Source: an optimization exercise on an open RTL-to-GDS flow (aim: small area, a short achievable clock period and few clock cycles). Production flows keep margins and buffers that such runs may drop.
The RTL was checked by simulation tests, not by an equivalence proof against the original design.
Power is estimated from default activity; no workload was simulated.

// per_label_mean_variance
module per_label_mean_variance (
	input  wire logic               clk,
	input  wire logic               arst_n,
	input  wire logic               s_valid,
	output logic                    s_ready,
	input  wire logic signed [15:0] s_sample,
	input  wire logic [5:0]         s_label,
	input  wire logic               s_counted,
	input  wire logic               s_frame_end,
	output logic                    r_valid,
	input  wire logic               r_ready,
	output logic [5:0]              r_label,
	output logic signed [23:0]      r_mean,
	output logic [29:0]             r_variance,
	output logic                    r_variance_infinite,
	output logic [23:0]             r_count,
	output logic                    r_last,
	input  wire logic               cfg_valid,
	output logic                    cfg_ready,
	input  wire logic [6:0]         cfg_label_count
);
Size: roughly 3800 flip-flops.
export LEC_CHECK = 0
export CAP_MARGIN = 20
export CORE_MARGIN = 2
export CORE_UTILIZATION = 40
export PLACE_DENSITY = 0.6
export SLEW_MARGIN = 20
create_clock -name core_clock -period 13.0 [get_ports {clk}]
standard.sh (not shown) runs the stock make flow with config.mk's settings and CLKGATE_MAP_FILE= SYNTH_SCRIPT=/design/flow/synth_recipe.tcl, a recipe that flattens the netlist after the stock synthesis.
==> flow/flow/run.sh <==
#!/bin/bash
# standard layout, with repair_timing aiming past the 13 ns constraint
set -euo pipefail
bash standard.sh SETUP_SLACK_MARGIN=8.3 finish > flow_make.log 2>&1
The baseline ran to the end with no violations.
Testbench counts at the start, summed over its fixed seeds: cycles 23,974.
Rerun with:
--- a/flow/design.v
+++ b/flow/design.v
@@ -422,25 +422,24 @@
 	end
 	logic             o1_v, o2_v, o3_v;
 	logic [3:0]       o1_idx, o2_idx, o3_idx;
 	logic             o1_last, o2_last, o3_last;
 	logic [23:0]      o1_qm, o2_qm, o3_qm;
 	logic [23:0]      o1_r0, o2_r0, o3_r0;
 	logic [27:0]      o2_rfh, o2_rfl;
 	logic [23:0]      o2_b, o2_n, o3_b, o3_n;
-	logic [33:0]      o2_bmn;
 	logic [15:0]      o2_qhh, o2_qhl, o2_qll;
 	logic [31:0]      o3_qq, o3_a;
 	logic             o3_s;
 	logic             o3_cf, o3_und;
 	logic [32:0]      d_c;
 	logic [33:0]      d1_c;
 	assign d_c = {1'b0, o2_b, 8'b0} - {1'b0, o2_rfh, 4'b0} - {5'b0, o2_rfl};
-	assign d1_c = o2_bmn - {2'b0, o2_rfh, 4'b0} - {6'b0, o2_rfl};
+	assign d1_c = {2'b0, o2_b, 8'b0} - {2'b0, o2_rfh, 4'b0} - {6'b0, o2_rfl} - {10'b0, o2_n};
 	always_ff @(posedge clk or negedge arst_n) begin
 		if (!arst_n) begin
 			o1_v <= 1'b0;
 			o2_v <= 1'b0;
 			o3_v <= 1'b0;
 		end else if (adv) begin
 			o1_v <= issue;
 			o2_v <= o1_v;
@@ -456,17 +455,16 @@
 			o1_r0 <= rd_fc;
 			o2_idx <= o1_idx;
 			o2_oh <= o1_oh;
 			o2_last <= o1_last;
 			o2_qm <= o1_qm;
 			o2_r0 <= o1_r0;
 			o2_b <= rd_fa;
 			o2_n <= rd_n;
-			o2_bmn <= {2'b0, rd_fa, 8'b0} - {10'b0, rd_n};
 			o2_rfh <= o1_r0 * o1_qm[7:4];
 			o2_rfl <= o1_r0 * o1_qm[3:0];
 			o2_qhh <= o1_qm[23:16] * o1_qm[23:16];
 			o2_qhl <= o1_qm[23:16] * o1_qm[15:8];
 			o2_qll <= o1_qm[15:8] * o1_qm[15:8];
 			o3_idx <= o2_idx;
 			o3_last <= o2_last;
 			o3_qm <= o2_qm;
@@ -479,20 +477,16 @@
 			o3_cf <= d_c[32];
 			o3_und <= !d_c[32] && d1_c[33] && (o2_r0 != '0);
 		end
 	end
 	logic               sl_busy, sl_done, sl_av;
 	logic [4:0]         sl_k;
 	logic signed [49:0] sl_acc;
 	logic signed [25:0] sl_add;
-	logic signed [25:0] sl_rn, sl_nn;
-	logic               sl_br, sl_bb;
-	assign sl_br = o3_r0[sl_k];
-	assign sl_bb = o3_b[sl_k];
 	logic               sl_c;
 	assign hold3 = o3_v && o3_und && !sl_done;
 	assign sl_c = sl_acc > 50'sd0;
 	always_ff @(posedge clk or negedge arst_n) begin
 		if (!arst_n) begin
 			sl_busy <= 1'b0;
 			sl_done <= 1'b0;
 			sl_av <= 1'b0;
@@ -511,26 +505,20 @@
 			sl_done <= 1'b0;
 		end
 	end
 	always_ff @(posedge clk) begin
 		if (hold3) begin
 			if (!sl_busy) begin
 				sl_k <= 5'd23;
 				sl_acc <= '0;
-				sl_rn <= $signed({2'b0, o3_r0}) - $signed({2'b0, o3_n});
-				sl_nn <= -$signed({2'b0, o3_n});
 			end else begin
 				sl_k <= sl_k - 1'b1;
-				case ({sl_br, sl_bb})
-					2'b00: sl_add <= 26'sd0;
-					2'b01: sl_add <= sl_nn;
-					2'b10: sl_add <= $signed({2'b0, o3_r0});
-					default: sl_add <= sl_rn;
-				endcase
+				sl_add <= (o3_r0[sl_k] ? $signed({2'b0, o3_r0}) : 26'sd0)
+					- (o3_b[sl_k] ? $signed({2'b0, o3_n}) : 26'sd0);
 				if (sl_av)
 					sl_acc <= (sl_acc <<< 1) + 50'(sl_add);
 			end
 		end
 	end
 	logic        corr;
 	logic [31:0] v0, v1;
 	logic [23:0] mean_c;
Outcome: Synthesized area decreases by 0.79%. Global-route usage decreases by 0.64 points. Fmax decreases by about 1.2%. Total power increases by about 44%. Non-clock buffer count decreases by 156. Hold slack improved by 15 ps. Register-to-register slack got worse by 60 ps. Combinational power increases by 110%. Design area decreases by 2.0%. Via count decreases by about 1.1%. Clock power stays flat. First-iteration DRC count decreases by about 3.5%. Count of clock-buffer cells in the layout decreases by 70.
Testbench counts after the change, summed over its fixed seeds: cycles 23,974.

[what the ideal ports hide]
No port has a modelled driver above. Below, the same layouts with a new extraction and two added sets of constraints.
Step 1, drivers: a clkbuf_16 drives clk and a buf_2 each remaining input, both assumed.
Step 2 times the ports against the registers' clock, not the clock port: input delays grow and output delays shrink by t, the midpoint of the rising clock arrivals with the driver on.
Slacks: no drivers / after step 1 / after step 2; pairs: no drivers / after step 1.
| run | shift t [ns] | slack for setup (ns) | worst setup path after step 2 | worst register clock-pin slew, ns | worst slew at a driven data input, ns |
|---|---|---|---|---|---|
| the first run | 1.139 | 8.181 / 8.181 / 7.330 | input to register | 0.07 / 0.07 | 0.21 |
| the second run | 1.161 | 8.124 / 8.124 / 7.489 | input to register | 0.08 / 0.08 | 0.08 |
After both steps setup and hold are still met in every run listed. For the first run, which loses most, drivers alone change the setup slack by 0.000 ns; drivers and shift together by -0.851 ns.
